From an optimization exercise on the open Yosys and OpenROAD flow, aimed at small area and a short achievable clock period; shortcuts taken in it are not production practice.
Only simulation tests tie the RTL to the original design; equivalence was not proved.
Power and IR drop assume default switching activity.

==> design/flow/design.v <==
`default_nettype none
package alu_fmt_pkg;
    localparam int lane_count = 4;
    localparam int opnd_w = 8;
    localparam int prod_w = 16;
    localparam int res_w = 26;
endpackage
`default_nettype wire
`default_nettype none
module mul8s (
    input  logic [7:0]  a,
    input  logic [3:0]  one,
    input  logic [3:0]  two,
    input  logic [3:0]  neg,
    output logic [15:0] p
);
    logic pp1, pp2, pp3, pp4, pp5, pp6, pp7, pp8, pp9, pp10, pp11, pp12, pp13, pp14, pp15, pp16, pp17, pp18, pp19, pp20, pp21, pp22, pp23, pp24, pp25, pp26, pp27, pp28, pp29, pp30, pp31, pp32, pp33, pp34, pp35, pp36, ns37, ns38, ns39, ns40, s41, c42, s43, c44, s45, c46, s47, c48, s49, c50, s51, c52, s53, c54, s55, c56, s57, c58, s59, c60, s61, c62, s63, c64, s65, c66, s67, c68, s69, c70, s71, c72, s73, c74, s75, c76, s77, c78, s79, c80, s81, c82, s83, c84, s85, c86, s87, c88;
    logic [15:0] r0, r1;
    assign pp1 = ((one[0] & a[0])) ^ neg[0];
    assign pp2 = ((one[0] & a[1]) | (two[0] & a[0])) ^ neg[0];
    assign pp3 = ((one[0] & a[2]) | (two[0] & a[1])) ^ neg[0];
    assign pp4 = ((one[0] & a[3]) | (two[0] & a[2])) ^ neg[0];
    assign pp5 = ((one[0] & a[4]) | (two[0] & a[3])) ^ neg[0];
    assign pp6 = ((one[0] & a[5]) | (two[0] & a[4])) ^ neg[0];
    assign pp7 = ((one[0] & a[6]) | (two[0] & a[5])) ^ neg[0];
    assign pp8 = ((one[0] & a[7]) | (two[0] & a[6])) ^ neg[0];
    assign pp9 = ((one[0] & a[7]) | (two[0] & a[7])) ^ neg[0];
    assign pp10 = ((one[1] & a[0])) ^ neg[1];
    assign pp11 = ((one[1] & a[1]) | (two[1] & a[0])) ^ neg[1];
    assign pp12 = ((one[1] & a[2]) | (two[1] & a[1])) ^ neg[1];
    assign pp13 = ((one[1] & a[3]) | (two[1] & a[2])) ^ neg[1];
    assign pp14 = ((one[1] & a[4]) | (two[1] & a[3])) ^ neg[1];
    assign pp15 = ((one[1] & a[5]) | (two[1] & a[4])) ^ neg[1];
    assign pp16 = ((one[1] & a[6]) | (two[1] & a[5])) ^ neg[1];
    assign pp17 = ((one[1] & a[7]) | (two[1] & a[6])) ^ neg[1];
    assign pp18 = ((one[1] & a[7]) | (two[1] & a[7])) ^ neg[1];
    assign pp19 = ((one[2] & a[0])) ^ neg[2];
    assign pp20 = ((one[2] & a[1]) | (two[2] & a[0])) ^ neg[2];
    assign pp21 = ((one[2] & a[2]) | (two[2] & a[1])) ^ neg[2];
    assign pp22 = ((one[2] & a[3]) | (two[2] & a[2])) ^ neg[2];
    assign pp23 = ((one[2] & a[4]) | (two[2] & a[3])) ^ neg[2];
    assign pp24 = ((one[2] & a[5]) | (two[2] & a[4])) ^ neg[2];
    assign pp25 = ((one[2] & a[6]) | (two[2] & a[5])) ^ neg[2];
    assign pp26 = ((one[2] & a[7]) | (two[2] & a[6])) ^ neg[2];
    assign pp27 = ((one[2] & a[7]) | (two[2] & a[7])) ^ neg[2];
    assign pp28 = ((one[3] & a[0])) ^ neg[3];
    assign pp29 = ((one[3] & a[1]) | (two[3] & a[0])) ^ neg[3];
    assign pp30 = ((one[3] & a[2]) | (two[3] & a[1])) ^ neg[3];
    assign pp31 = ((one[3] & a[3]) | (two[3] & a[2])) ^ neg[3];
    assign pp32 = ((one[3] & a[4]) | (two[3] & a[3])) ^ neg[3];
    assign pp33 = ((one[3] & a[5]) | (two[3] & a[4])) ^ neg[3];
    assign pp34 = ((one[3] & a[6]) | (two[3] & a[5])) ^ neg[3];
    assign pp35 = ((one[3] & a[7]) | (two[3] & a[6])) ^ neg[3];
    assign pp36 = ((one[3] & a[7]) | (two[3] & a[7])) ^ neg[3];
    assign ns37 = ~pp9;
    assign ns38 = ~pp18;
    assign ns39 = ~pp27;
    assign ns40 = ~pp36;
    ha_cell u_s41 (.a(neg[3]), .b(pp7), .s(s41), .co(c42));
    ha_cell u_s43 (.a(pp8), .b(pp15), .s(s43), .co(c44));
    assign {c46, s45} = 1'b1 + pp16 + pp23;
    assign {c48, s47} = 1'b1 + pp17;
    ha_cell u_s49 (.a(neg[2]), .b(pp5), .s(s49), .co(c50));
    ha_cell u_s51 (.a(pp6), .b(pp13), .s(s51), .co(c52));
    fa_cell u_s53 (.a(pp14), .b(pp21), .c(pp28), .s(s53), .co(c54));
    fa_cell u_s55 (.a(pp22), .b(pp29), .c(c42), .s(s55), .co(c56));
    fa_cell u_s57 (.a(pp30), .b(ns37), .c(c44), .s(s57), .co(c58));
    fa_cell u_s59 (.a(pp24), .b(pp31), .c(s47), .s(s59), .co(c60));
    fa_cell u_s61 (.a(pp25), .b(pp32), .c(ns38), .s(s61), .co(c62));
    assign {c64, s63} = 1'b1 + pp26;
    ha_cell u_s65 (.a(neg[1]), .b(pp3), .s(s65), .co(c66));
    ha_cell u_s67 (.a(pp4), .b(pp11), .s(s67), .co(c68));
    fa_cell u_s69 (.a(pp12), .b(pp19), .c(s49), .s(s69), .co(c70));
    fa_cell u_s71 (.a(pp20), .b(c50), .c(s51), .s(s71), .co(c72));
    fa_cell u_s73 (.a(c52), .b(s41), .c(s53), .s(s73), .co(c74));
    fa_cell u_s75 (.a(s43), .b(c54), .c(s55), .s(s75), .co(c76));
    fa_cell u_s77 (.a(s45), .b(c56), .c(s57), .s(s77), .co(c78));
    fa_cell u_s79 (.a(c46), .b(c58), .c(s59), .s(s79), .co(c80));
    fa_cell u_s81 (.a(c48), .b(s61), .c(c60), .s(s81), .co(c82));
    fa_cell u_s83 (.a(pp33), .b(s63), .c(c62), .s(s83), .co(c84));
    fa_cell u_s85 (.a(pp34), .b(ns39), .c(c64), .s(s85), .co(c86));
    assign {c88, s87} = 1'b1 + pp35;
    assign r0 = {1'b1, c88, c86, c84, c82, c80, c78, c76, c74, c72, c70, c68, c66, s65, pp2, neg[0]};
    assign r1 = {1'b0, ns40, s87, s85, s83, s81, s79, s77, s75, s73, s71, s69, s67, pp10, 1'b0, pp1};
    mul8s_add u_add (.a(r0), .b(r1), .y(p));
endmodule
module booth_enc (
    input  logic [7:0] x,
    output logic [3:0] one,
    output logic [3:0] two,
    output logic [3:0] neg
);
    logic [8:0] xe;
    assign xe = {x, 1'b0};
    always_comb begin
        for (int j = 0; j < 4; j++) begin
            one[j] = xe[2*j+1] ^ xe[2*j];
            two[j] = (xe[2*j+2] & ~xe[2*j+1] & ~xe[2*j]) | (~xe[2*j+2] & xe[2*j+1] & xe[2*j]);
            neg[j] = xe[2*j+2];
        end
    end
endmodule
module fa_cell (
    input  logic a,
    input  logic b,
    input  logic c,
    output logic s,
    output logic co
);
    assign {co, s} = a + b + c;
endmodule
module ha_cell (
    input  logic a,
    input  logic b,
    output logic s,
    output logic co
);
    assign {co, s} = a + b;
endmodule
`default_nettype wire
`default_nettype none
module sum4g (
    input  logic [15:0] t0,
    input  logic [15:0] t1,
    input  logic [15:0] t2,
    input  logic [15:0] t3,
    input  logic [2:0]  e,
    input  logic [2:0]  en,
    output logic [17:0] y
);
    logic g1, g2, g3, g4, g5, g6, g7, g8, g9, g10, g11, g12, g13, g14, g15, g16, g17, g18, g19, g20, g21, g22, g23, g24, g25, g26, g27, g28, g29, g30, g31, g32, g33, g34, g35, g36, g37, g38, g39, g40, g41, g42, g43, g44, g45, g46, g47, g48, g49, s50, c51, s52, c53, s54, c55, s56, c57, s58, c59, s60, c61, s62, c63, s64, c65, s66, c67, s68, c69, s70, c71, s72, c73, s74, c75, s76, c77, s78, c79, s80, c81, s82, c83, s84, c85, s86, c87, s88, c89, s90, c91, s92, c93, s94, c95, s96, c97, s98, c99, s100, c101, s102, c103, s104, c105, s106, c107, s108, c109, s110, c111, s112, c113;
    logic [17:0] r0, r1;
    assign g1 = ~t0[15];
    assign g2 = e[0] & t1[0];
    assign g3 = e[0] & t1[1];
    assign g4 = e[0] & t1[2];
    assign g5 = e[0] & t1[3];
    assign g6 = e[0] & t1[4];
    assign g7 = e[0] & t1[5];
    assign g8 = e[0] & t1[6];
    assign g9 = e[0] & t1[7];
    assign g10 = ~en[0] & t1[8];
    assign g11 = ~en[0] & t1[9];
    assign g12 = ~en[0] & t1[10];
    assign g13 = ~en[0] & t1[11];
    assign g14 = ~en[0] & t1[12];
    assign g15 = ~en[0] & t1[13];
    assign g16 = ~en[0] & t1[14];
    assign g17 = ~(~en[0] & t1[15]);
    assign g18 = e[1] & t2[0];
    assign g19 = e[1] & t2[1];
    assign g20 = e[1] & t2[2];
    assign g21 = e[1] & t2[3];
    assign g22 = e[1] & t2[4];
    assign g23 = e[1] & t2[5];
    assign g24 = e[1] & t2[6];
    assign g25 = e[1] & t2[7];
    assign g26 = ~en[1] & t2[8];
    assign g27 = ~en[1] & t2[9];
    assign g28 = ~en[1] & t2[10];
    assign g29 = ~en[1] & t2[11];
    assign g30 = ~en[1] & t2[12];
    assign g31 = ~en[1] & t2[13];
    assign g32 = ~en[1] & t2[14];
    assign g33 = ~(~en[1] & t2[15]);
    assign g34 = e[2] & t3[0];
    assign g35 = e[2] & t3[1];
    assign g36 = e[2] & t3[2];
    assign g37 = e[2] & t3[3];
    assign g38 = e[2] & t3[4];
    assign g39 = e[2] & t3[5];
    assign g40 = e[2] & t3[6];
    assign g41 = e[2] & t3[7];
    assign g42 = ~en[2] & t3[8];
    assign g43 = ~en[2] & t3[9];
    assign g44 = ~en[2] & t3[10];
    assign g45 = ~en[2] & t3[11];
    assign g46 = ~en[2] & t3[12];
    assign g47 = ~en[2] & t3[13];
    assign g48 = ~en[2] & t3[14];
    assign g49 = ~(~en[2] & t3[15]);
    ha_cell u_s50 (.a(t0[0]), .b(g2), .s(s50), .co(c51));
    fa_cell u_s52 (.a(t0[1]), .b(g3), .c(g19), .s(s52), .co(c53));
    fa_cell u_s54 (.a(t0[2]), .b(g4), .c(g20), .s(s54), .co(c55));
    fa_cell u_s56 (.a(t0[3]), .b(g5), .c(g21), .s(s56), .co(c57));
    fa_cell u_s58 (.a(t0[4]), .b(g6), .c(g22), .s(s58), .co(c59));
    fa_cell u_s60 (.a(t0[5]), .b(g7), .c(g23), .s(s60), .co(c61));
    fa_cell u_s62 (.a(t0[6]), .b(g8), .c(g24), .s(s62), .co(c63));
    fa_cell u_s64 (.a(t0[7]), .b(g9), .c(g25), .s(s64), .co(c65));
    fa_cell u_s66 (.a(t0[8]), .b(g10), .c(g26), .s(s66), .co(c67));
    fa_cell u_s68 (.a(t0[9]), .b(g11), .c(g27), .s(s68), .co(c69));
    fa_cell u_s70 (.a(t0[10]), .b(g12), .c(g28), .s(s70), .co(c71));
    fa_cell u_s72 (.a(t0[11]), .b(g13), .c(g29), .s(s72), .co(c73));
    fa_cell u_s74 (.a(t0[12]), .b(g14), .c(g30), .s(s74), .co(c75));
    fa_cell u_s76 (.a(t0[13]), .b(g15), .c(g31), .s(s76), .co(c77));
    fa_cell u_s78 (.a(t0[14]), .b(g16), .c(g32), .s(s78), .co(c79));
    fa_cell u_s80 (.a(g1), .b(g17), .c(g33), .s(s80), .co(c81));
    ha_cell u_s82 (.a(g18), .b(g34), .s(s82), .co(c83));
    fa_cell u_s84 (.a(g35), .b(c51), .c(s52), .s(s84), .co(c85));
    fa_cell u_s86 (.a(g36), .b(c53), .c(s54), .s(s86), .co(c87));
    fa_cell u_s88 (.a(g37), .b(c55), .c(s56), .s(s88), .co(c89));
    fa_cell u_s90 (.a(g38), .b(c57), .c(s58), .s(s90), .co(c91));
    fa_cell u_s92 (.a(g39), .b(c59), .c(s60), .s(s92), .co(c93));
    fa_cell u_s94 (.a(g40), .b(c61), .c(s62), .s(s94), .co(c95));
    fa_cell u_s96 (.a(g41), .b(c63), .c(s64), .s(s96), .co(c97));
    fa_cell u_s98 (.a(g42), .b(c65), .c(s66), .s(s98), .co(c99));
    fa_cell u_s100 (.a(g43), .b(c67), .c(s68), .s(s100), .co(c101));
    fa_cell u_s102 (.a(g44), .b(c69), .c(s70), .s(s102), .co(c103));
    fa_cell u_s104 (.a(g45), .b(c71), .c(s72), .s(s104), .co(c105));
    fa_cell u_s106 (.a(g46), .b(c73), .c(s74), .s(s106), .co(c107));
    fa_cell u_s108 (.a(g47), .b(c75), .c(s76), .s(s108), .co(c109));
    fa_cell u_s110 (.a(g48), .b(c77), .c(s78), .s(s110), .co(c111));
    fa_cell u_s112 (.a(g49), .b(c79), .c(s80), .s(s112), .co(c113));
    assign r0 = {1'b1, c113, c111, c109, c107, c105, c103, c101, c99, c97, c95, c93, c91, c89, c87, c85, c83, s82};
    assign r1 = {1'b0, c81, s112, s110, s108, s106, s104, s102, s100, s98, s96, s94, s92, s90, s88, s86, s84, s50};
    sum4g_add u_add (.a(r0), .b(r1), .y(y));
endmodule
module sum2g (
    input  logic [15:0] t0,
    input  logic [15:0] t1,
    input  logic [0:0]  e,
    input  logic [0:0]  en,
    output logic [16:0] y
);
    logic g1, g2, g3, g4, g5, g6, g7, g8, g9, g10, g11, g12, g13, g14, g15, g16, g17;
    logic [16:0] r0, r1;
    assign g1 = ~t0[15];
    assign g2 = e[0] & t1[0];
    assign g3 = e[0] & t1[1];
    assign g4 = e[0] & t1[2];
    assign g5 = e[0] & t1[3];
    assign g6 = e[0] & t1[4];
    assign g7 = e[0] & t1[5];
    assign g8 = e[0] & t1[6];
    assign g9 = e[0] & t1[7];
    assign g10 = ~en[0] & t1[8];
    assign g11 = ~en[0] & t1[9];
    assign g12 = ~en[0] & t1[10];
    assign g13 = ~en[0] & t1[11];
    assign g14 = ~en[0] & t1[12];
    assign g15 = ~en[0] & t1[13];
    assign g16 = ~en[0] & t1[14];
    assign g17 = ~(~en[0] & t1[15]);
    assign r0 = {1'b1, g1, t0[14], t0[13], t0[12], t0[11], t0[10], t0[9], t0[8], t0[7], t0[6], t0[5], t0[4], t0[3], t0[2], t0[1], t0[0]};
    assign r1 = {1'b0, g17, g16, g15, g14, g13, g12, g11, g10, g9, g8, g7, g6, g5, g4, g3, g2};
    sum2g_add u_add (.a(r0), .b(r1), .y(y));
endmodule
`default_nettype wire
`default_nettype none
module mul8s_add (
    input  logic [15:0] a,
    input  logic [15:0] b,
    output logic [15:0] y
);
    logic [15:0] ai, bi;
    assign ai = {1'b1, a[14], a[13], a[12], a[11], a[10], a[9], a[8], a[7], a[6], a[5], a[4], a[3], a[2], a[1], a[0]};
    assign bi = {1'b0, b[14], b[13], b[12], b[11], b[10], b[9], b[8], b[7], b[6], b[5], b[4], b[3], b[2], 1'b0, b[0]};
    logic [15:0] cp, cg, cc;
    assign cp = ai ^ bi;
    assign cg = ai & bi;
    logic kg1, kp1;
    assign kg1 = cg[1] | (cp[1] & cg[0]);
    assign kp1 = cp[1] & cp[0];
    logic kg2, kp2;
    assign kg2 = cg[2] | (cp[2] & cg[1]);
    assign kp2 = cp[2] & cp[1];
    logic kg3, kp3;
    assign kg3 = cg[3] | (cp[3] & cg[2]);
    assign kp3 = cp[3] & cp[2];
    logic kg4, kp4;
    assign kg4 = cg[4] | (cp[4] & cg[3]);
    assign kp4 = cp[4] & cp[3];
    logic kg5, kp5;
    assign kg5 = cg[5] | (cp[5] & cg[4]);
    assign kp5 = cp[5] & cp[4];
    logic kg6, kp6;
    assign kg6 = cg[6] | (cp[6] & cg[5]);
    assign kp6 = cp[6] & cp[5];
    logic kg7, kp7;
    assign kg7 = cg[7] | (cp[7] & cg[6]);
    assign kp7 = cp[7] & cp[6];
    logic kg8, kp8;
    assign kg8 = cg[8] | (cp[8] & cg[7]);
    assign kp8 = cp[8] & cp[7];
    logic kg9, kp9;
    assign kg9 = cg[9] | (cp[9] & cg[8]);
    assign kp9 = cp[9] & cp[8];
    logic kg10, kp10;
    assign kg10 = cg[10] | (cp[10] & cg[9]);
    assign kp10 = cp[10] & cp[9];
    logic kg11, kp11;
    assign kg11 = cg[11] | (cp[11] & cg[10]);
    assign kp11 = cp[11] & cp[10];
    logic kg12, kp12;
    assign kg12 = cg[12] | (cp[12] & cg[11]);
    assign kp12 = cp[12] & cp[11];
    logic kg13, kp13;
    assign kg13 = cg[13] | (cp[13] & cg[12]);
    assign kp13 = cp[13] & cp[12];
    logic kg14, kp14;
    assign kg14 = cg[14] | (cp[14] & cg[13]);
    assign kp14 = cp[14] & cp[13];
    logic kg15, kp15;
    assign kg15 = cg[15] | (cp[15] & cg[14]);
    assign kp15 = cp[15] & cp[14];
    logic kg16, kp16;
    assign kg16 = kg2 | (kp2 & cg[0]);
    assign kp16 = kp2 & cp[0];
    logic kg17, kp17;
    assign kg17 = kg3 | (kp3 & kg1);
    assign kp17 = kp3 & kp1;
    logic kg18, kp18;
    assign kg18 = kg4 | (kp4 & kg2);
    assign kp18 = kp4 & kp2;
    logic kg19, kp19;
    assign kg19 = kg5 | (kp5 & kg3);
    assign kp19 = kp5 & kp3;
    logic kg20, kp20;
    assign kg20 = kg6 | (kp6 & kg4);
    assign kp20 = kp6 & kp4;
    logic kg21, kp21;
    assign kg21 = kg7 | (kp7 & kg5);
    assign kp21 = kp7 & kp5;
    logic kg22, kp22;
    assign kg22 = kg8 | (kp8 & kg6);
    assign kp22 = kp8 & kp6;
    logic kg23, kp23;
    assign kg23 = kg9 | (kp9 & kg7);
    assign kp23 = kp9 & kp7;
    logic kg24, kp24;
    assign kg24 = kg10 | (kp10 & kg8);
    assign kp24 = kp10 & kp8;
    logic kg25, kp25;
    assign kg25 = kg11 | (kp11 & kg9);
    assign kp25 = kp11 & kp9;
    logic kg26, kp26;
    assign kg26 = kg12 | (kp12 & kg10);
    assign kp26 = kp12 & kp10;
    logic kg27, kp27;
    assign kg27 = kg13 | (kp13 & kg11);
    assign kp27 = kp13 & kp11;
    logic kg28, kp28;
    assign kg28 = kg14 | (kp14 & kg12);
    assign kp28 = kp14 & kp12;
    logic kg29, kp29;
    assign kg29 = kg15 | (kp15 & kg13);
    assign kp29 = kp15 & kp13;
    logic kg30, kp30;
    assign kg30 = kg18 | (kp18 & cg[0]);
    assign kp30 = kp18 & cp[0];
    logic kg31, kp31;
    assign kg31 = kg19 | (kp19 & kg1);
    assign kp31 = kp19 & kp1;
    logic kg32, kp32;
    assign kg32 = kg20 | (kp20 & kg16);
    assign kp32 = kp20 & kp16;
    logic kg33, kp33;
    assign kg33 = kg21 | (kp21 & kg17);
    assign kp33 = kp21 & kp17;
    logic kg34, kp34;
    assign kg34 = kg22 | (kp22 & kg18);
    assign kp34 = kp22 & kp18;
    logic kg35, kp35;
    assign kg35 = kg23 | (kp23 & kg19);
    assign kp35 = kp23 & kp19;
    logic kg36, kp36;
    assign kg36 = kg24 | (kp24 & kg20);
    assign kp36 = kp24 & kp20;
    logic kg37, kp37;
    assign kg37 = kg25 | (kp25 & kg21);
    assign kp37 = kp25 & kp21;
    logic kg38, kp38;
    assign kg38 = kg26 | (kp26 & kg22);
    assign kp38 = kp26 & kp22;
    logic kg39, kp39;
    assign kg39 = kg27 | (kp27 & kg23);
    assign kp39 = kp27 & kp23;
    logic kg40, kp40;
    assign kg40 = kg28 | (kp28 & kg24);
    assign kp40 = kp28 & kp24;
    logic kg41, kp41;
    assign kg41 = kg29 | (kp29 & kg25);
    assign kp41 = kp29 & kp25;
    logic kg42, kp42;
    assign kg42 = kg34 | (kp34 & cg[0]);
    assign kp42 = kp34 & cp[0];
    logic kg43, kp43;
    assign kg43 = kg35 | (kp35 & kg1);
    assign kp43 = kp35 & kp1;
    logic kg44, kp44;
    assign kg44 = kg36 | (kp36 & kg16);
    assign kp44 = kp36 & kp16;
    logic kg45, kp45;
    assign kg45 = kg37 | (kp37 & kg17);
    assign kp45 = kp37 & kp17;
    logic kg46, kp46;
    assign kg46 = kg38 | (kp38 & kg30);
    assign kp46 = kp38 & kp30;
    logic kg47, kp47;
    assign kg47 = kg39 | (kp39 & kg31);
    assign kp47 = kp39 & kp31;
    logic kg48, kp48;
    assign kg48 = kg40 | (kp40 & kg32);
    assign kp48 = kp40 & kp32;
    logic kg49, kp49;
    assign kg49 = kg41 | (kp41 & kg33);
    assign kp49 = kp41 & kp33;
    assign cc[0] = 1'b0;
    assign cc[1] = cg[0];
    assign cc[2] = kg1;
    assign cc[3] = kg16;
    assign cc[4] = kg17;
    assign cc[5] = kg30;
    assign cc[6] = kg31;
    assign cc[7] = kg32;
    assign cc[8] = kg33;
    assign cc[9] = kg42;
    assign cc[10] = kg43;
    assign cc[11] = kg44;
    assign cc[12] = kg45;
    assign cc[13] = kg46;
    assign cc[14] = kg47;
    assign cc[15] = kg48;
    assign y = cp ^ cc;
endmodule
module sum4g_add (
    input  logic [17:0] a,
    input  logic [17:0] b,
    output logic [17:0] y
);
    logic [17:0] ai, bi;
    assign ai = {1'b1, a[16], a[15], a[14], a[13], a[12], a[11], a[10], a[9], a[8], a[7], a[6], a[5], a[4], a[3], a[2], a[1], a[0]};
    assign bi = {1'b0, b[16], b[15], b[14], b[13], b[12], b[11], b[10], b[9], b[8], b[7], b[6], b[5], b[4], b[3], b[2], b[1], b[0]};
    logic [17:0] cp, cg, cc;
    assign cp = ai ^ bi;
    assign cg = ai & bi;
    logic kg1, kp1;
    assign kg1 = cg[1] | (cp[1] & cg[0]);
    assign kp1 = cp[1] & cp[0];
    logic kg2, kp2;
    assign kg2 = cg[2] | (cp[2] & cg[1]);
    assign kp2 = cp[2] & cp[1];
    logic kg3, kp3;
    assign kg3 = cg[3] | (cp[3] & cg[2]);
    assign kp3 = cp[3] & cp[2];
    logic kg4, kp4;
    assign kg4 = cg[4] | (cp[4] & cg[3]);
    assign kp4 = cp[4] & cp[3];
    logic kg5, kp5;
    assign kg5 = cg[5] | (cp[5] & cg[4]);
    assign kp5 = cp[5] & cp[4];
    logic kg6, kp6;
    assign kg6 = cg[6] | (cp[6] & cg[5]);
    assign kp6 = cp[6] & cp[5];
    logic kg7, kp7;
    assign kg7 = cg[7] | (cp[7] & cg[6]);
    assign kp7 = cp[7] & cp[6];
    logic kg8, kp8;
    assign kg8 = cg[8] | (cp[8] & cg[7]);
    assign kp8 = cp[8] & cp[7];
    logic kg9, kp9;
    assign kg9 = cg[9] | (cp[9] & cg[8]);
    assign kp9 = cp[9] & cp[8];
    logic kg10, kp10;
    assign kg10 = cg[10] | (cp[10] & cg[9]);
    assign kp10 = cp[10] & cp[9];
    logic kg11, kp11;
    assign kg11 = cg[11] | (cp[11] & cg[10]);
    assign kp11 = cp[11] & cp[10];
    logic kg12, kp12;
    assign kg12 = cg[12] | (cp[12] & cg[11]);
    assign kp12 = cp[12] & cp[11];
    logic kg13, kp13;
    assign kg13 = cg[13] | (cp[13] & cg[12]);
    assign kp13 = cp[13] & cp[12];
    logic kg14, kp14;
    assign kg14 = cg[14] | (cp[14] & cg[13]);
    assign kp14 = cp[14] & cp[13];
    logic kg15, kp15;
    assign kg15 = cg[15] | (cp[15] & cg[14]);
    assign kp15 = cp[15] & cp[14];
    logic kg16, kp16;
    assign kg16 = cg[16] | (cp[16] & cg[15]);
    assign kp16 = cp[16] & cp[15];
    logic kg17, kp17;
    assign kg17 = cg[17] | (cp[17] & cg[16]);
    assign kp17 = cp[17] & cp[16];
    logic kg18, kp18;
    assign kg18 = kg2 | (kp2 & cg[0]);
    assign kp18 = kp2 & cp[0];
    logic kg19, kp19;
    assign kg19 = kg3 | (kp3 & kg1);
    assign kp19 = kp3 & kp1;
    logic kg20, kp20;
    assign kg20 = kg4 | (kp4 & kg2);
    assign kp20 = kp4 & kp2;
    logic kg21, kp21;
    assign kg21 = kg5 | (kp5 & kg3);
    assign kp21 = kp5 & kp3;
    logic kg22, kp22;
    assign kg22 = kg6 | (kp6 & kg4);
    assign kp22 = kp6 & kp4;
    logic kg23, kp23;
    assign kg23 = kg7 | (kp7 & kg5);
    assign kp23 = kp7 & kp5;
    logic kg24, kp24;
    assign kg24 = kg8 | (kp8 & kg6);
    assign kp24 = kp8 & kp6;
    logic kg25, kp25;
    assign kg25 = kg9 | (kp9 & kg7);
    assign kp25 = kp9 & kp7;
    logic kg26, kp26;
    assign kg26 = kg10 | (kp10 & kg8);
    assign kp26 = kp10 & kp8;
    logic kg27, kp27;
    assign kg27 = kg11 | (kp11 & kg9);
    assign kp27 = kp11 & kp9;
    logic kg28, kp28;
    assign kg28 = kg12 | (kp12 & kg10);
    assign kp28 = kp12 & kp10;
    logic kg29, kp29;
    assign kg29 = kg13 | (kp13 & kg11);
    assign kp29 = kp13 & kp11;
    logic kg30, kp30;
    assign kg30 = kg14 | (kp14 & kg12);
    assign kp30 = kp14 & kp12;
    logic kg31, kp31;
    assign kg31 = kg15 | (kp15 & kg13);
    assign kp31 = kp15 & kp13;
    logic kg32, kp32;
    assign kg32 = kg16 | (kp16 & kg14);
    assign kp32 = kp16 & kp14;
    logic kg33, kp33;
    assign kg33 = kg17 | (kp17 & kg15);
    assign kp33 = kp17 & kp15;
    logic kg34, kp34;
    assign kg34 = kg20 | (kp20 & cg[0]);
    assign kp34 = kp20 & cp[0];
    logic kg35, kp35;
    assign kg35 = kg21 | (kp21 & kg1);
    assign kp35 = kp21 & kp1;
    logic kg36, kp36;
    assign kg36 = kg22 | (kp22 & kg18);
    assign kp36 = kp22 & kp18;
    logic kg37, kp37;
    assign kg37 = kg23 | (kp23 & kg19);
    assign kp37 = kp23 & kp19;
    logic kg38, kp38;
    assign kg38 = kg24 | (kp24 & kg20);
    assign kp38 = kp24 & kp20;
    logic kg39, kp39;
    assign kg39 = kg25 | (kp25 & kg21);
    assign kp39 = kp25 & kp21;
    logic kg40, kp40;
    assign kg40 = kg26 | (kp26 & kg22);
    assign kp40 = kp26 & kp22;
    logic kg41, kp41;
    assign kg41 = kg27 | (kp27 & kg23);
    assign kp41 = kp27 & kp23;
    logic kg42, kp42;
    assign kg42 = kg28 | (kp28 & kg24);
    assign kp42 = kp28 & kp24;
    logic kg43, kp43;
    assign kg43 = kg29 | (kp29 & kg25);
    assign kp43 = kp29 & kp25;
    logic kg44, kp44;
    assign kg44 = kg30 | (kp30 & kg26);
    assign kp44 = kp30 & kp26;
    logic kg45, kp45;
    assign kg45 = kg31 | (kp31 & kg27);
    assign kp45 = kp31 & kp27;
    logic kg46, kp46;
    assign kg46 = kg32 | (kp32 & kg28);
    assign kp46 = kp32 & kp28;
    logic kg47, kp47;
    assign kg47 = kg33 | (kp33 & kg29);
    assign kp47 = kp33 & kp29;
    logic kg48, kp48;
    assign kg48 = kg38 | (kp38 & cg[0]);
    assign kp48 = kp38 & cp[0];
    logic kg49, kp49;
    assign kg49 = kg39 | (kp39 & kg1);
    assign kp49 = kp39 & kp1;
    logic kg50, kp50;
    assign kg50 = kg40 | (kp40 & kg18);
    assign kp50 = kp40 & kp18;
    logic kg51, kp51;
    assign kg51 = kg41 | (kp41 & kg19);
    assign kp51 = kp41 & kp19;
    logic kg52, kp52;
    assign kg52 = kg42 | (kp42 & kg34);
    assign kp52 = kp42 & kp34;
    logic kg53, kp53;
    assign kg53 = kg43 | (kp43 & kg35);
    assign kp53 = kp43 & kp35;
    logic kg54, kp54;
    assign kg54 = kg44 | (kp44 & kg36);
    assign kp54 = kp44 & kp36;
    logic kg55, kp55;
    assign kg55 = kg45 | (kp45 & kg37);
    assign kp55 = kp45 & kp37;
    logic kg56, kp56;
    assign kg56 = kg46 | (kp46 & kg38);
    assign kp56 = kp46 & kp38;
    logic kg57, kp57;
    assign kg57 = kg47 | (kp47 & kg39);
    assign kp57 = kp47 & kp39;
    logic kg58, kp58;
    assign kg58 = kg56 | (kp56 & cg[0]);
    assign kp58 = kp56 & cp[0];
    logic kg59, kp59;
    assign kg59 = kg57 | (kp57 & kg1);
    assign kp59 = kp57 & kp1;
    assign cc[0] = 1'b0;
    assign cc[1] = cg[0];
    assign cc[2] = kg1;
    assign cc[3] = kg18;
    assign cc[4] = kg19;
    assign cc[5] = kg34;
    assign cc[6] = kg35;
    assign cc[7] = kg36;
    assign cc[8] = kg37;
    assign cc[9] = kg48;
    assign cc[10] = kg49;
    assign cc[11] = kg50;
    assign cc[12] = kg51;
    assign cc[13] = kg52;
    assign cc[14] = kg53;
    assign cc[15] = kg54;
    assign cc[16] = kg55;
    assign cc[17] = kg58;
    assign y = cp ^ cc;
endmodule
module sum2g_add (
    input  logic [16:0] a,
    input  logic [16:0] b,
    output logic [16:0] y
);
    logic [16:0] ai, bi;
    assign ai = {1'b1, a[15], a[14], a[13], a[12], a[11], a[10], a[9], a[8], a[7], a[6], a[5], a[4], a[3], a[2], a[1], a[0]};
    assign bi = {1'b0, b[15], b[14], b[13], b[12], b[11], b[10], b[9], b[8], b[7], b[6], b[5], b[4], b[3], b[2], b[1], b[0]};
    logic [16:0] cp, cg, cc;
    assign cp = ai ^ bi;
    assign cg = ai & bi;
    logic kg1, kp1;
    assign kg1 = cg[1] | (cp[1] & cg[0]);
    assign kp1 = cp[1] & cp[0];
    logic kg2, kp2;
    assign kg2 = cg[3] | (cp[3] & cg[2]);
    assign kp2 = cp[3] & cp[2];
    logic kg3, kp3;
    assign kg3 = cg[5] | (cp[5] & cg[4]);
    assign kp3 = cp[5] & cp[4];
    logic kg4, kp4;
    assign kg4 = cg[7] | (cp[7] & cg[6]);
    assign kp4 = cp[7] & cp[6];
    logic kg5, kp5;
    assign kg5 = cg[9] | (cp[9] & cg[8]);
    assign kp5 = cp[9] & cp[8];
    logic kg6, kp6;
    assign kg6 = cg[11] | (cp[11] & cg[10]);
    assign kp6 = cp[11] & cp[10];
    logic kg7, kp7;
    assign kg7 = cg[13] | (cp[13] & cg[12]);
    assign kp7 = cp[13] & cp[12];
    logic kg8, kp8;
    assign kg8 = cg[15] | (cp[15] & cg[14]);
    assign kp8 = cp[15] & cp[14];
    logic kg9, kp9;
    assign kg9 = kg2 | (kp2 & kg1);
    assign kp9 = kp2 & kp1;
    logic kg10, kp10;
    assign kg10 = kg4 | (kp4 & kg3);
    assign kp10 = kp4 & kp3;
    logic kg11, kp11;
    assign kg11 = kg6 | (kp6 & kg5);
    assign kp11 = kp6 & kp5;
    logic kg12, kp12;
    assign kg12 = kg8 | (kp8 & kg7);
    assign kp12 = kp8 & kp7;
    logic kg13, kp13;
    assign kg13 = kg10 | (kp10 & kg9);
    assign kp13 = kp10 & kp9;
    logic kg14, kp14;
    assign kg14 = kg12 | (kp12 & kg11);
    assign kp14 = kp12 & kp11;
    logic kg15, kp15;
    assign kg15 = kg14 | (kp14 & kg13);
    assign kp15 = kp14 & kp13;
    logic kg16, kp16;
    assign kg16 = kg11 | (kp11 & kg13);
    assign kp16 = kp11 & kp13;
    logic kg17, kp17;
    assign kg17 = kg3 | (kp3 & kg9);
    assign kp17 = kp3 & kp9;
    logic kg18, kp18;
    assign kg18 = kg5 | (kp5 & kg13);
    assign kp18 = kp5 & kp13;
    logic kg19, kp19;
    assign kg19 = kg7 | (kp7 & kg16);
    assign kp19 = kp7 & kp16;
    logic kg20, kp20;
    assign kg20 = cg[2] | (cp[2] & kg1);
    assign kp20 = cp[2] & kp1;
    logic kg21, kp21;
    assign kg21 = cg[4] | (cp[4] & kg9);
    assign kp21 = cp[4] & kp9;
    logic kg22, kp22;
    assign kg22 = cg[6] | (cp[6] & kg17);
    assign kp22 = cp[6] & kp17;
    logic kg23, kp23;
    assign kg23 = cg[8] | (cp[8] & kg13);
    assign kp23 = cp[8] & kp13;
    logic kg24, kp24;
    assign kg24 = cg[10] | (cp[10] & kg18);
    assign kp24 = cp[10] & kp18;
    logic kg25, kp25;
    assign kg25 = cg[12] | (cp[12] & kg16);
    assign kp25 = cp[12] & kp16;
    logic kg26, kp26;
    assign kg26 = cg[14] | (cp[14] & kg19);
    assign kp26 = cp[14] & kp19;
    logic kg27, kp27;
    assign kg27 = cg[16] | (cp[16] & kg15);
    assign kp27 = cp[16] & kp15;
    assign cc[0] = 1'b0;
    assign cc[1] = cg[0];
    assign cc[2] = kg1;
    assign cc[3] = kg20;
    assign cc[4] = kg9;
    assign cc[5] = kg21;
    assign cc[6] = kg17;
    assign cc[7] = kg22;
    assign cc[8] = kg13;
    assign cc[9] = kg23;
    assign cc[10] = kg18;
    assign cc[11] = kg24;
    assign cc[12] = kg16;
    assign cc[13] = kg25;
    assign cc[14] = kg19;
    assign cc[15] = kg26;
    assign cc[16] = kg15;
    assign y = cp ^ cc;
endmodule
`default_nettype wire
`default_nettype none
module matvec_alu_top (
    input  logic        clk,
    input  logic        rst,
    input  logic        in_valid,
    input  logic [31:0] mat_word,
    input  logic [31:0] vec_word,
    input  logic [2:0]  pattern,
    output logic        out_valid,
    output logic [25:0] res_0,
    output logic [25:0] res_1,
    output logic [25:0] res_2,
    output logic [25:0] res_3
);
    logic        v1, v2;
    logic [2:0]  b1;
    always_ff @(posedge clk or negedge rst) begin
        if (!rst) begin
            v1        <= 1'b0;
            v2        <= 1'b0;
            out_valid <= 1'b0;
        end else begin
            v1        <= in_valid;
            v2        <= v1;
            out_valid <= v2;
        end
    end
    logic [31:0] m1;
    logic [3:0]  e_one [4], e_two [4], e_neg [4];
    logic [3:0]  one1 [4], two1 [4], neg1 [4];
    for (genvar gi = 0; gi < 4; gi++) begin : g_enc
        booth_enc u_enc (.x(vec_word[31-8*gi -: 8]), .one(e_one[gi]), .two(e_two[gi]), .neg(e_neg[gi]));
    end
    always_ff @(posedge clk) begin
        m1 <= mat_word;
        for (int i = 0; i < 4; i++) begin
            one1[i] <= e_one[i];
            two1[i] <= e_two[i];
            neg1[i] <= e_neg[i];
        end
        b1 <= pattern;
    end
    logic [15:0] q [4];
    logic [15:0] p [4];
    logic [3:0]  g;
    logic [3:0]  gn;
    logic [2:0]  b2;
    for (genvar gi = 0; gi < 4; gi++) begin : g_mul
        mul8s u_mul (.a(m1[31-8*gi -: 8]), .one(one1[gi]), .two(two1[gi]), .neg(neg1[gi]), .p(q[gi]));
    end
    always_ff @(posedge clk) begin
        for (int i = 0; i < 4; i++) begin
            p[i] <= q[i];
        end
        g  <= {~b1[2], ~b1[1] & ~b1[2], ~b1[1], ~b1[0]};
        gn <= {b1[2], b1[1] | b1[2], b1[1], b1[0]};
        b2 <= b1;
    end
    logic [17:0] y_n, y3;
    logic [16:0] u_n, u3;
    logic [15:0] p0_3, p3_3;
    sum4g u_y (.t0(p[1]), .t1(p[0]), .t2(p[2]), .t3(p[3]), .e(g[2:0]), .en(gn[2:0]), .y(y_n));
    sum2g u_u (.t0(p[2]), .t1(p[3]), .e(g[3]), .en(gn[3]), .y(u_n));
    logic z0n, c1y, c1u, c1p, c2u, c2p, c3p;
    logic c1un, c1pn, c2un, c2pn, c3pn;
    always_ff @(posedge clk) begin
        y3   <= y_n;
        u3   <= u_n;
        p0_3 <= p[0];
        p3_3 <= p[3];
        z0n  <= ~b2[0];
        c1y  <= b2[0];
        c1u  <= ~b2[0] & b2[1];
        c1p  <= ~b2[0] & ~b2[1] & b2[2];
        c2u  <= b2[0] & b2[1];
        c2p  <= b2[2] & (b2[0] ^ b2[1]);
        c3p  <= &b2;
        c1un <= ~(~b2[0] & b2[1]);
        c1pn <= ~(~b2[0] & ~b2[1] & b2[2]);
        c2un <= ~(b2[0] & b2[1]);
        c2pn <= ~(b2[2] & (b2[0] ^ b2[1]));
        c3pn <= ~(&b2);
    end
    logic [17:0] s0, s1, s2, s3;
    always_comb begin
        s0 = z0n ? y3 : 18'($signed(p0_3));
        s1 = ({18{c1y}} & y3) | ({{9{~c1un}}, {9{c1u}}} & 18'($signed(u3)))
           | ({{9{~c1pn}}, {9{c1p}}} & 18'($signed(p3_3)));
        s2 = ({{9{~c2un}}, {9{c2u}}} & 18'($signed(u3))) | ({{9{~c2pn}}, {9{c2p}}} & 18'($signed(p3_3)));
        s3 = {{9{~c3pn}}, {9{c3p}}} & 18'($signed(p3_3));
    end
    assign res_0 = 26'($signed(s0));
    assign res_1 = 26'($signed(s1));
    assign res_2 = 26'($signed(s2));
    assign res_3 = 26'($signed(s3));
endmodule
`default_nettype wire
==> design/flow/flow/run.sh <==
#!/bin/bash
# standard layout, with plain buf_1 cells as the port buffers
set -euo pipefail
export BUFFER_PORTS_ARGS="-buffer_cell sky130_fd_sc_hd__buf_1"
bash standard.sh > standard.log 2>&1
==> design/flow/standard.sh <==
#!/bin/bash
# synth_recipe.tcl (not shown) runs the flow's synth.tcl, then flattens the netlist and writes it again
# the make line also repeats each setting of config.mk as NAME=value (left out here)
make -C /OpenROAD-flow-scripts/flow DESIGN_CONFIG=/design/flow/config.mk WORK_HOME=/design/flow/orfs CLKGATE_MAP_FILE= SYNTH_SCRIPT=/design/flow/synth_recipe.tcl "${@:-finish}"
==> design/flow/config.mk <==
export PLATFORM = sky130hd
export DESIGN_NAME = matvec_alu_top
export DESIGN_NICKNAME = matvec_alu_top
export VERILOG_FILES = /design/flow/design.v
export SDC_FILE = /design/flow/constraint.sdc
export NUM_CORES = 4
export LEC_CHECK = 0
export CAP_MARGIN = 20
export CORE_MARGIN = 2
export CORE_UTILIZATION = 40
export CTS_CLUSTER_DIAMETER = 120
export CTS_CLUSTER_SIZE = 24
export SETUP_SLACK_MARGIN = 2.0
export SLEW_MARGIN = 20
export SYNTH_HIERARCHICAL = 1
==> design/flow/constraint.sdc <==
create_clock -name core_clock -period 5.2 [get_ports {clk}]
set_input_delay 1.0400 -clock core_clock [delete_from_list [all_inputs] [get_ports {clk}]]
set_output_delay 1.0400 -clock core_clock [all_outputs]
set_load 0.01 [all_outputs]
==> impl_metrics.tcl, run 1 <==
set metrics [dict create \
    mostFrequentLayoutCells "buf_1 (174), xnor2_1 (154), dfxtp_1 (148)" \
    cpPeakStageDelay_ns 0.54 \
    dr_wl_met2_mm 18.4 \
    grt_pass1_vias 11460 \
    htree_num_levels 1 \
    hold_slack_ns 0.329 \
    first_pass_iters 5 \
    numPortBuffers 174 \
    worst_pin_slew_ns 0.781 \
    drtIter0Drc 756 \
    critPathBufInv 1 \
    finalHoldViolCount 0 \
    io_pins 175 \
    yosysWarnings 20 \
    timing.final.crit_share_pct 61.3 \
    syn-num-nets 1926 \
    grt_max_degree 25 \
    worstSetupPathType "register to register" \
    met1Wirelength_mm 17.7 \
    std_cell_rows 73 \
    clock-root-buffer "clkbuf_16" \
    gp_congestion 0.881 \
    arrival_ns 3.58 \
    routed_wl_mm 38.8 \
    regArea_sq_um 4890 \
    dp_hpwl_mm 31.0 \
    start_util_pct 40.8 \
    vias_per_cell 5.27 \
    syn_area_sq_um 16300 \
    syn_avg_cell_area_sq_um 9.95 \
    drv_slew 0 \
    p_leak_nw 7.02 \
    core_area_sq_um 39900 \
    rsz0062_at_grt "yes" \
    power_density_nw_per_um2 678 \
    finalSetupTns_ns 0 \
    final_common_cell "buf_1" \
    cts_tree "built" \
    vdd.ir_drop.worst_uv 325 \
    cts.hold.buffers_added 0 \
    antennaDiodeCount 0 \
    crit_chain "a22oi_2, xnor2_1, ha_2, fa_1, fa_1, ha_4, a21oi_4, o22ai_2, a211oi_2, buf_4, o21bai_1, xor2_1" \
    route.vias.total 11688 \
    cp_common_cell "fa_1" \
    dieWidth_um 206 \
    antenna_found_initial 3 \
    grtUsageTotal_pct 18.0 \
    wl_per_cell_um 17.5 \
    grt_overflow 0 \
    die_area_sq_um 42300 \
    ant_nets 0 \
    maxCapViolations 0 \
    cp.required_ns 5.60 \
    die_h_um 206 \
    clk_pin_slew_ns 0.10 \
    final_util_pct 44.2 \
    cp_slowest_cell "fa_1" \
    routed.top_layer "met4" \
    run_status "finished clean" \
    syn_to_final_growth_pct 8.44 \
    cts.sinks 237 \
    grt_pass1_wl_mm 60.8 \
    fin_nets 1978 \
    relSlewSlack_pct 47.4 \
    start_kind "register" \
    clk_latency_ns 0.50 \
    min_path_type "primary input to async pin" \
    fmax_mhz 314 \
    clock_skew_ns 0.0244 \
    fin_crit_ns 3.19 \
    layout-drive-gt1-share_pct 13.6 \
    n_fill_cell 3797 \
    clockBufferDepth 3 \
    numCtsBuffers 14 \
    drc 0 \
    multi_input_area_sq_um 10600 \
    postSynthCellCount 1636 \
    critPathCaptureType "register" \
    wl_met3_mm 1.91 \
    path_max_fanout 8 \
    setup_viol 0 \
    path_delay_family "adder cells" \
]
-- per-layer routing --
layer | global-route usage [%] | vias to the layer above
met2 | 30.9 | 300
li1 | - | 5694
met4 | 3.80 | 0
met1 | 24.3 | 5656
met5 | 0 | -
met3 | 2.28 | 38
-- path summary, 6_finish.rpt --
check	start	endpoint	slack [ns]	depth (start not counted)
setup / recovery	m1[28]$_DFF_P_	p[0][11]$_DFF_P_	2.01	12
hold / removal	rst	out_valid$_DFF_PN0_	0.33	1
setup reg to reg	m1[28]$_DFF_P_	p[0][11]$_DFF_P_	2.01	12
hold reg to reg	p[0][8]$_DFF_P_	p0_3[8]$_DFF_P_	0.34	0
max in group asynchronous	rst	v1$_DFF_PN0_	4.72	1
min in group core_clock	p[0][8]$_DFF_P_	p0_3[8]$_DFF_P_	0.34	0
-- worst reg2reg max path: stages, from the launching register on --
cell      delay, ns
dfxtp_4        0.39
a22oi_2        0.23
xnor2_1        0.16
ha_2           0.21
fa_1           0.42
fa_1           0.54
ha_4           0.23
a21oi_4        0.17
o22ai_2        0.10
a211oi_2       0.25
buf_4          0.17
o21bai_1       0.06
xor2_1         0.15
-- final cells by class --
type / instances / area share, %
multi-input combinational: 1168 / 60.3
sequential: 237 / 27.7
timing repair buffer: 183 / 4.08
tap: 525 / 3.72
clock buffer: 16 / 2.20
inverter: 84 / 1.79
clock inverter: 4 / 0.199
-- per-stage QoR --
step / instance area, sq um / total power [mW] / setup slack [ns] / cells
2_1_floorplan: 16300 / 8.49 / 2.02 / 1636
3_3_place_gp: 16700 / 10.1 / 1.82 / 2188
4_1_cts: 17300 / 11.6 / 1.98 / 2213
6_report: 17600 / 12.0 / 2.01 / 2217
3_5_place_dp: 16700 / 10.1 / 1.71 / 2188
5_1_grt: 17600 / 13.0 / 1.89 / 2217
-- repair_timing --
item / in CTS / in global routing
setup buffers: 5 / 4
pin swaps: 5 / 22
gates resized for setup: 95 / 69
setup endpoints to repair: 28 / 48
-- state kept, by name, summed over array words and instances (netlist names), 3 cells and up --
name / count
y3: 18
two1: 16
b1: 3
neg1: 16
g: 4
p0_3: 16
p3_3: 16
m1: 32
one1: 16
p: 64
u3: 17
-- power breakdown --
group          switching [mW]  internal [mW]  total (mW)
combinational            4.30           3.47        7.77
clock                   0.638          0.546        1.18
sequential              0.531           2.48        3.01
==> run 2: changes to the inputs <==
--- a/design/flow/config.mk
+++ b/design/flow/config.mk
@@ -11,5 +11,6 @@
 export CTS_CLUSTER_DIAMETER = 120
 export CTS_CLUSTER_SIZE = 24
-export SETUP_SLACK_MARGIN = 2.0
+export GPL_ROUTABILITY_DRIVEN = 0
+export SETUP_SLACK_MARGIN = 1.9
 export SLEW_MARGIN = 20
 export SYNTH_HIERARCHICAL = 1
==> run 2 against run 1 <==
Global-route usage is 0.14 points lower; sequential power hardly changed; register-to-register slack worse by 0.03 ns; die area stayed put; largest power group unchanged.
==> impl_metrics.tcl, run 2 <==
set metrics [dict create \
    run_status "finished clean" \
    dp_hpwl_mm 31.1 \
    r2r-end "p[3][13]$_DFF_P_" \
    grt_pass1_vias 11457 \
    maxCapViolations 0 \
    std_cell_rows 73 \
    fmax_mhz 311 \
    syn_to_final_growth_pct 7.15 \
    start_kind "register" \
    drc 0 \
    yosysWarnings 20 \
    fin_nets 1974 \
    placed_area_sq_um 16700 \
    setup_viol 0 \
    critPathCaptureType "register" \
    clock-root-buffer "clkbuf_16" \
    die_area_sq_um 42300 \
    route.vias.total 11672 \
    worst_pin_slew_ns 0.809 \
    cts_tree "built" \
    finalSetupTns_ns 0 \
    syn_avg_cell_area_sq_um 9.95 \
    htree_num_levels 1 \
    final_common_cell "buf_1" \
    top_regs "p x64, m1 x32, y3 x18" \
    fin_area_sq_um 17400 \
    cp-startpoint "m1[7]$_DFF_P_" \
    place_ws_ns 1.69 \
    antennaDiodeCount 0 \
    final_util_pct 43.7 \
    cp.required_ns 5.56 \
    clock_skew_ns 0.0284 \
    relSlewSlack_pct 46.0 \
    power_density_nw_per_um2 669 \
    start_util_pct 40.8 \
    grtUsageTotal_pct 17.9 \
    antenna_found_initial 3 \
    clk_latency_ns 0.51 \
    ant_nets 0 \
    setup_ws_ns 1.98 \
    drtIter0Drc 756 \
    cts.hold.buffers_added 0 \
    numPortBuffers 174 \
    r2r_start "m1[7]$_DFF_P_" \
    drv_slew 0 \
    timing.final.crit_share_pct 61.9 \
    die_h_um 206 \
    first_pass_iters 6 \
    grt_overflow 0 \
    worstSetupPathType "register to register" \
    postSynthCellCount 1636 \
    r2r_cells 11 \
    vias_per_cell 5.27 \
    power_mw 11.7 \
    vdd.ir_drop.worst_uv 352 \
    clk_pin_slew_ns 0.10 \
    min_path_type "primary input to async pin" \
    path_max_fanout 8 \
    rsz0062_at_grt "yes" \
    mostFrequentLayoutCells "buf_1 (174), xnor2_1 (155), dfxtp_1 (151)" \
    multi_input_area_sq_um 10500 \
    cts.sinks 237 \
    regArea_sq_um 4890 \
    dieWidth_um 206 \
    routed_wl_mm 38.5 \
    fin_crit_ns 3.22 \
    p_leak_nw 6.99 \
    clockBufferDepth 3 \
    largest_register "p" \
    grt_pass1_wl_mm 60.2 \
    n_fill_cell 3840 \
    grt_max_degree 25 \
    arrival_ns 3.58 \
    core_area_sq_um 39900 \
    io_pins 175 \
    finalHoldViolCount 0 \
    rrSetupSlack_ns 1.98 \
    layout-drive-gt1-share_pct 11.7 \
    wl_per_cell_um 17.4 \
    numCtsBuffers 14 \
    syn-num-nets 1926 \
    largest_reg_flops 64 \
    syn_area_sq_um 16300 \
]
[run 2: per-stage QoR]
step | hold slack [ns] | cells
after floorplan | 0.323 | 1636
after global placement | 0.337 | 2188
after global routing | 0.317 | 2214
after detailed placement | 0.337 | 2188
final | 0.321 | 2214
after CTS | 0.299 | 2210
[run 2: what timing repair did]
| action | in CTS | in global routing |
|---|---|---|
| resized for setup | 47 | 85 |
| buffers inserted | 1 | 4 |
| pin swaps | 1 | 9 |
| setup endpoints to repair | 18 | 39 |
[run 2: cell type report]
class	instances	share of cell area [%]
multi-input combinational	1168	60.1
sequential	237	28.0
timing repair buffer	179	3.96
tap	525	3.77
clock buffer	16	2.17
inverter	84	1.81
clock inverter	5	0.201
[run 2: critical path: stages (launching register included)]
cell	delay, ns
dfxtp_2	0.44
a22oi_2	0.11
xnor2_1	0.15
ha_1	0.22
fa_1	0.45
fa_1	0.54
ha_4	0.23
a21oi_2	0.16
o22ai_1	0.11
a211oi_2	0.31
mux2i_1	0.22
o2111ai_1	0.14
[run 2: routing by layer]
metal | vias up | GRT usage, % | routed length [um]
met5 | - | 0 | 0
li1 | 5690 | - | -
met4 | 0 | 4.14 | 799
met1 | 5613 | 24.1 | 17600
met3 | 37 | 2.06 | 1830
met2 | 332 | 30.7 | 18300
[run 2: worst max-delay path by stage]
stage / end / slack, ns
after CTS: p[2][12]$_DFF_P_ / 1.91
after global placement: p[0][13]$_DFF_P_ / 1.84
after global routing: p[2][13]$_DFF_P_ / 1.83
final: p[3][13]$_DFF_P_ / 1.98
after detailed placement: p[1][13]$_DFF_P_ / 1.69
after floorplan: p[0][12]$_DFF_P_ / 2.02
[run 2: power breakdown]
group	internal, mW	total, mW	switching (mW)
Sequential	2.48	3.02	0.544
Combinational	3.31	7.48	4.17
Clock	0.534	1.16	0.631
Total	6.32	11.7	5.35
==> run 3: changes to the inputs <==
--- a/design/flow/config.mk
+++ b/design/flow/config.mk
@@ -11,6 +11,5 @@
 export CTS_CLUSTER_DIAMETER = 120
 export CTS_CLUSTER_SIZE = 24
-export GPL_ROUTABILITY_DRIVEN = 0
-export SETUP_SLACK_MARGIN = 1.9
+export SETUP_SLACK_MARGIN = 1.75
 export SLEW_MARGIN = 20
 export SYNTH_HIERARCHICAL = 1
==> run 3 against run 2 <==
Still clean; hold slack gained 0.0069 ns; first-iteration DRC count shrank 4.0%; core utilization decreased by 0.49 points; fmax decreased by 2.4%; register-to-register slack got worse by 0.08 ns; final area down 1.1%; area after synthesis stayed put; worst setup slack got worse by 0.081 ns; non-clock buffer count is the same; clock skew decreased by 0.0024 ns; combinational power decreased by 2%; flip-flop and latch count is the same; critical path type unchanged; critical endpoint is now p[2][13]$_DFF_P_; highest routed layer unchanged.
==> impl_metrics.tcl, run 3 <==
set metrics [dict create \
    largest_reg_flops 64 \
    worstSetupPathType "register to register" \
    placedCellCount 2188 \
    maxCapViolations 0 \
    setup_ws_ns 1.90 \
    layout-drive-gt1-share_pct 9.36 \
    clock_skew_ns 0.0260 \
    clk_pin_slew_ns 0.10 \
    clockBufferDepth 3 \
    fin_crit_ns 3.30 \
    largest_register "p" \
    grtUsageMet1_pct 24.4 \
    antenna_found_initial 1 \
    start_kind "register" \
    route.vias.total 11662 \
    p_leak_nw 6.99 \
    vias_per_cell 5.27 \
    htree_num_levels 1 \
    min_path_type "primary input to async pin" \
    clock-root-buffer "clkbuf_16" \
    use_met2_pct 30.6 \
    use_met3_pct 2.19 \
    grt_max_degree 25 \
    run_status "finished clean" \
    routed_wl_mm 38.3 \
    std_cell_rows 73 \
    swShare_pct 46.1 \
    r2r_cells 11 \
    final_common_cell "buf_1" \
    fin_nets 1974 \
    grtUsageTotal_pct 17.9 \
    drtIter0Drc 726 \
    worst_pin_slew_ns 0.982 \
    cts_tree "built" \
    seqPwrFrac_pct 26.2 \
    top_usage_layer "met2" \
    top_regs "p x64, m1 x32, y3 x18" \
    cts.sinks 237 \
    power_mw 11.5 \
    critPathCaptureType "register" \
    die_area_sq_um 42300 \
    power.share.clock_pct 10.3 \
    ant_nets 0 \
    fin_area_sq_um 17200 \
    cts.hold.buffers_added 0 \
    core_area_sq_um 39900 \
    cp.required_ns 5.57 \
    postSynthCellCount 1636 \
    numPortBuffers 174 \
    share_comb_of_total_power_pct 63.5 \
    vdd.ir_drop.worst_uv 316 \
    drv_slew 0 \
    io_pins 175 \
    placed_area_sq_um 16700 \
    rsz0062_at_grt "no" \
    p_int_mw 6.19 \
    fin_cells 2213 \
    clk_latency_ns 0.50 \
    drc 0 \
    dp_hpwl_mm 31.0 \
    setup_viol 0 \
    syn_to_final_growth_pct 5.95 \
    power_density_nw_per_um2 666 \
    r2r_start "one1[2][0]$_DFF_P_" \
    first_pass_iters 5 \
    gp_congestion 0.881 \
    grt_overflow 0 \
    grt_pass1_vias 11382 \
    relSlewSlack_pct 34.4 \
    mostFrequentLayoutCells "buf_1 (174), dfxtp_1 (169), xnor2_1 (155)" \
    syn-num-nets 1926 \
    die_h_um 206 \
    numCtsBuffers 14 \
    rrSetupSlack_ns 1.90 \
    finalSetupTns_ns 0 \
    timing.final.crit_share_pct 63.5 \
    grt_pass1_wl_mm 60.6 \
    start_util_pct 40.8 \
    fmax_mhz 303 \
    syn_area_sq_um 16300 \
    dieWidth_um 206 \
    path_max_fanout 9 \
    finalHoldViolCount 0 \
    place_ws_ns 1.71 \
    p_switching_mw 5.30 \
    arrival_ns 3.67 \
    r2r-end "p[2][13]$_DFF_P_" \
    n_fill_cell 3833 \
    wl_per_cell_um 17.3 \
    antennaDiodeCount 0 \
    syn_avg_cell_area_sq_um 9.95 \
    yosysWarnings 20 \
]
-- run 3: final cells by class --
| cell class | count | area, sq um | area share [%] |
|---|---|---|---|
| Sequential cell | 237 | 4840 | 28.1 |
| Inverter | 84 | 315 | 1.83 |
| Tap cell | 525 | 657 | 3.81 |
| Clock buffer | 16 | 389 | 2.26 |
| Multi-Input combinational cell | 1168 | 10300 | 59.8 |
| Clock inverter | 4 | 35.0 | 0.203 |
| Timing Repair Buffer | 179 | 691 | 4.01 |
-- run 3: repair_timing --
action / in CTS / in global routing
gates resized for setup: 7 / 68
gates cloned: 0 / 0
setup buffers: 0 / 5
endpoints found under the setup margin: 5 / 22
pin swaps: 0 / 5
-- run 3: worst max-delay path by stage --
stage	to	depth (start not counted)	slack, ns	startpoint
global placement	p[3][12]$_DFF_P_	11	1.82	m1[7]$_DFF_P_
global route	p[1][11]$_DFF_P_	12	1.75	one1[1][0]$_DFF_P_
finish	p[2][13]$_DFF_P_	11	1.90	one1[2][0]$_DFF_P_
detailed placement	p[3][13]$_DFF_P_	11	1.71	m1[7]$_DFF_P_
CTS	p[3][13]$_DFF_P_	11	1.75	m1[6]$_DFF_P_
floorplan	p[0][12]$_DFF_P_	12	2.02	two1[0][0]$_DFF_P_
-- run 3: worst max-delay path: stages (launching register included) --
cell,delay (ns)
dfxtp_2,0.37
a22oi_1,0.22
xnor2_1,0.10
ha_1,0.22
fa_1,0.50
fa_1,0.41
ha_1,0.36
a21oi_2,0.19
o22ai_1,0.11
a211oi_2,0.32
mux2i_1,0.24
o2111ai_1,0.13
-- run 3: through the flow --
step,hold WS [ns],util (%)
floorplan,0.323,-
finish,0.328,43.2
global route,0.332,43.2
detailed placement,0.333,41.7
CTS,0.309,42.8
global placement,0.334,41.7
-- run 3: per-layer routing --
metal | up-vias | part of all wire [%]
met5 | - | 0
met4 | 0 | 1.7
met3 | 30 | 4.7
met2 | 315 | 47
met1 | 5631 | 46
li1 | 5686 | -
-- run 3: power by group through the flow --
stage	registers, mW	clock network, mW	logic, mW
2_1_floorplan	2.70	0	5.79
3_3_place_gp	3.04	0	7.04
3_5_place_dp	3.04	0	7.10
4_1_cts	3.00	1.24	7.17
5_1_grt	3.07	1.29	8.17
6_report	3.01	1.19	7.30
==> run 4: changes to the inputs <==
--- a/design/flow/config.mk
+++ b/design/flow/config.mk
@@ -6,4 +6,5 @@
 export NUM_CORES = 4
 export LEC_CHECK = 0
+export ABC_AREA = 1
 export CAP_MARGIN = 20
 export CORE_MARGIN = 2
@@ -11,5 +12,5 @@
 export CTS_CLUSTER_DIAMETER = 120
 export CTS_CLUSTER_SIZE = 24
-export SETUP_SLACK_MARGIN = 1.75
+export SETUP_SLACK_MARGIN = 1.9
 export SLEW_MARGIN = 20
 export SYNTH_HIERARCHICAL = 1
==> run 4 against run 3 <==
Sequential share of layout area decreased by 3.3 points; die area up 13%; hold slack worse by 0.024 ns; flip-flop and latch count unchanged; critical path depth grew 4; non-clock buffer count shrank 5; worst setup slack gained 0.24 ns; global-route usage up 2.3 points; final cell count increased by 52%; area after synthesis grew 13%.
==> impl_metrics.tcl, run 4 <==
set metrics [dict create \
    run_status "finished clean" \
    rsz0062_at_grt "no" \
    fin_nets 3045 \
    finalHoldViolCount 0 \
    p_leak_nw 10.7 \
    arrival_ns 3.46 \
    antenna_found_initial 0 \
    final_common_cell "nand2_1" \
    start_util_pct 40.6 \
    io_pins 175 \
    numCtsBuffers 15 \
    clk_latency_ns 0.54 \
    syn_to_final_growth_pct 4.65 \
    numPortBuffers 174 \
    cts_setup_buffers 0 \
    clock-root-buffer "clkbuf_16" \
    cts.sinks 237 \
    grt_max_degree 25 \
    die_h_um 219 \
    path_max_fanout 8 \
    postSynthCellCount 2717 \
    layout-drive-gt1-share_pct 7.32 \
    vias_per_cell 4.78 \
    first_pass_iters 6 \
    cts_tree "built" \
    syn-num-nets 3007 \
    cp.required_ns 5.60 \
    largest_reg_flops 64 \
    hold_slack_ns 0.304 \
    power_density_nw_per_um2 560 \
    clockBufferDepth 3 \
    relSlewSlack_pct 42.7 \
    drtIter0Drc 942 \
    grtUsageTotal_pct 20.2 \
    mostFrequentLayoutCells "nand2_1 (1179), inv_1 (297), nand3_1 (229)" \
    gp_congestion 0.936 \
    routed_wl_mm 48.3 \
    syn_area_sq_um 18500 \
    dieWidth_um 219 \
    std_cell_rows 78 \
    route.vias.total 16061 \
    timing.final.crit_share_pct 58.9 \
    min_path_type "primary input to async pin" \
    finalSetupTns_ns 0 \
    dp_hpwl_mm 39.9 \
    critPathCaptureType "register" \
    worstSetupPathType "register to register" \
    vdd.ir_drop.worst_uv 272 \
    start_kind "register" \
    largest_register "p" \
    die_area_sq_um 47900 \
    syn_avg_cell_area_sq_um 6.79 \
    top_regs "p x64, m1 x32, y3 x18" \
    setup_viol 0 \
    maxCapViolations 0 \
    wl_per_cell_um 14.4 \
    ant_nets 0 \
    htree_num_levels 1 \
    drv_slew 0 \
    drc 0 \
    clock_skew_ns 0.0403 \
    antennaDiodeCount 0 \
    clk_pin_slew_ns 0.09 \
    yosysWarnings 20 \
    grt_overflow 0 \
    fin_crit_ns 3.06 \
    grt_pass1_vias 15385 \
    core_area_sq_um 45500 \
    fmax_mhz 327 \
    grt_pass1_wl_mm 78.0 \
    worst_pin_slew_ns 0.850 \
]
==> run 4: cell types whose count changed in the layout (fill, tap and decap cells not counted), moves of 57 or more <==
cell	previous run	this run
a22oi_1	102	0
inv_1	84	297
nand2_1	76	1179
nand2_2	0	57
nand3_1	19	229
xnor2_1	155	13
==> run 4: cell type report <==
class                      instances  area, sq um
fill                            4779        26200
tap                              600          751
inverter                         333         1300
sequential                       237         4790
multi-input combinational       1994        11400
clock buffer                      15          375
clock inverter                     8         98.8
timing repair buffer             174          653
==> run 4: layer usage <==
metal	track usage, %	routed length, um
met5	0	0
met4	4.91	1130
met3	1.91	2390
met2	33.3	21400
met1	28.6	23400
==> run 4: critical path, stage by stage (launching register included) <==
cell and delay [ns]:
dfxtp_1 0.55, nand2_1 0.13, nand3_1 0.10, nand2_1 0.06
ha_1 0.20, fa_1 0.50, fa_1 0.42, ha_1 0.36
nand2_1 0.13, inv_2 0.05, nand2_1 0.06, nand2_1 0.06
a21oi_1 0.17, nand2_1 0.07, nand2_1 0.06, nand2_1 0.05
==> run 4: repair_timing <==
item	CTS	global route
hold buffers	0	0
gates resized for setup	0	23
endpoints found under the setup margin	0	21
==> run 4: per-stage QoR <==
| step | instance area, sq um | cells | utilization (%) | setup WS, ns | power (mW) |
|---|---|---|---|---|---|
| 6_report | 19300 | 3361 | 42.5 | 2.14 | 10.8 |
| 5_1_grt | 19300 | 3361 | 42.5 | 1.90 | 12.0 |
| 2_1_floorplan | 18500 | 2717 | - | 2.47 | 7.89 |
| 3_3_place_gp | 18800 | 3338 | 41.4 | 2.00 | 9.48 |
| 3_5_place_dp | 18800 | 3338 | 41.4 | 1.99 | 9.55 |
| 4_1_cts | 19300 | 3361 | 42.4 | 1.97 | 10.9 |
==> run 4: power by group <==
part           leakage (nW)  internal (mW)  switching, mW  total, mW
logic                  8.50           2.38           4.12       6.50
clock network         0.233          0.600          0.701       1.30
registers              2.01           2.43          0.589       3.02
==> run 4: worst paths after layout <==
check / start / endpoint / slack, ns / cells past startpoint
worst max-delay path: m1[22]$_DFF_P_ / p[1][14]$_DFF_P_ / 2.14 / 15
max in group asynchronous: rst / v1$_DFF_PN0_ / 4.74 / 1
worst max register to register: m1[22]$_DFF_P_ / p[1][14]$_DFF_P_ / 2.14 / 15
worst min-delay path: rst / v2$_DFF_PN0_ / 0.30 / 1
min in group core_clock: p[0][3]$_DFF_P_ / p0_3[3]$_DFF_P_ / 0.32 / 0
worst min register to register: p[0][3]$_DFF_P_ / p0_3[3]$_DFF_P_ / 0.32 / 0

## re-timing with driven ports
No port has a modelled driver above. Below, the same layouts with a new extraction and two added sets of constraints. Step 1 (the two cells are an assumption about what drives the block):
set clk [get_ports {clk}]
set_driving_cell -lib_cell sky130_fd_sc_hd__clkbuf_16 $clk
set_driving_cell -lib_cell sky130_fd_sc_hd__buf_2 [delete_from_list [all_inputs] $clk]
Step 2 also shifts input and output timing later by t, the mid clock arrival at the registers, as if the neighbouring blocks saw the same clock. Three values: no drivers, after step 1, after step 2; two values: the first two.
| run | t (ns) | setup WS [ns] | worst setup path after step 2 |
|---|---|---|---|
| run 1 | 0.540 | 2.012 / 2.012 / 2.012 | register to register |
| run 2 | 0.538 | 1.981 / 1.980 / 1.981 | register to register |
| run 3 | 0.543 | 1.900 / 1.900 / 1.900 | register to register |
| run 4 | 0.566 | 2.138 / 2.138 / 2.138 | register to register |
After both steps setup and hold are still met in every run listed.
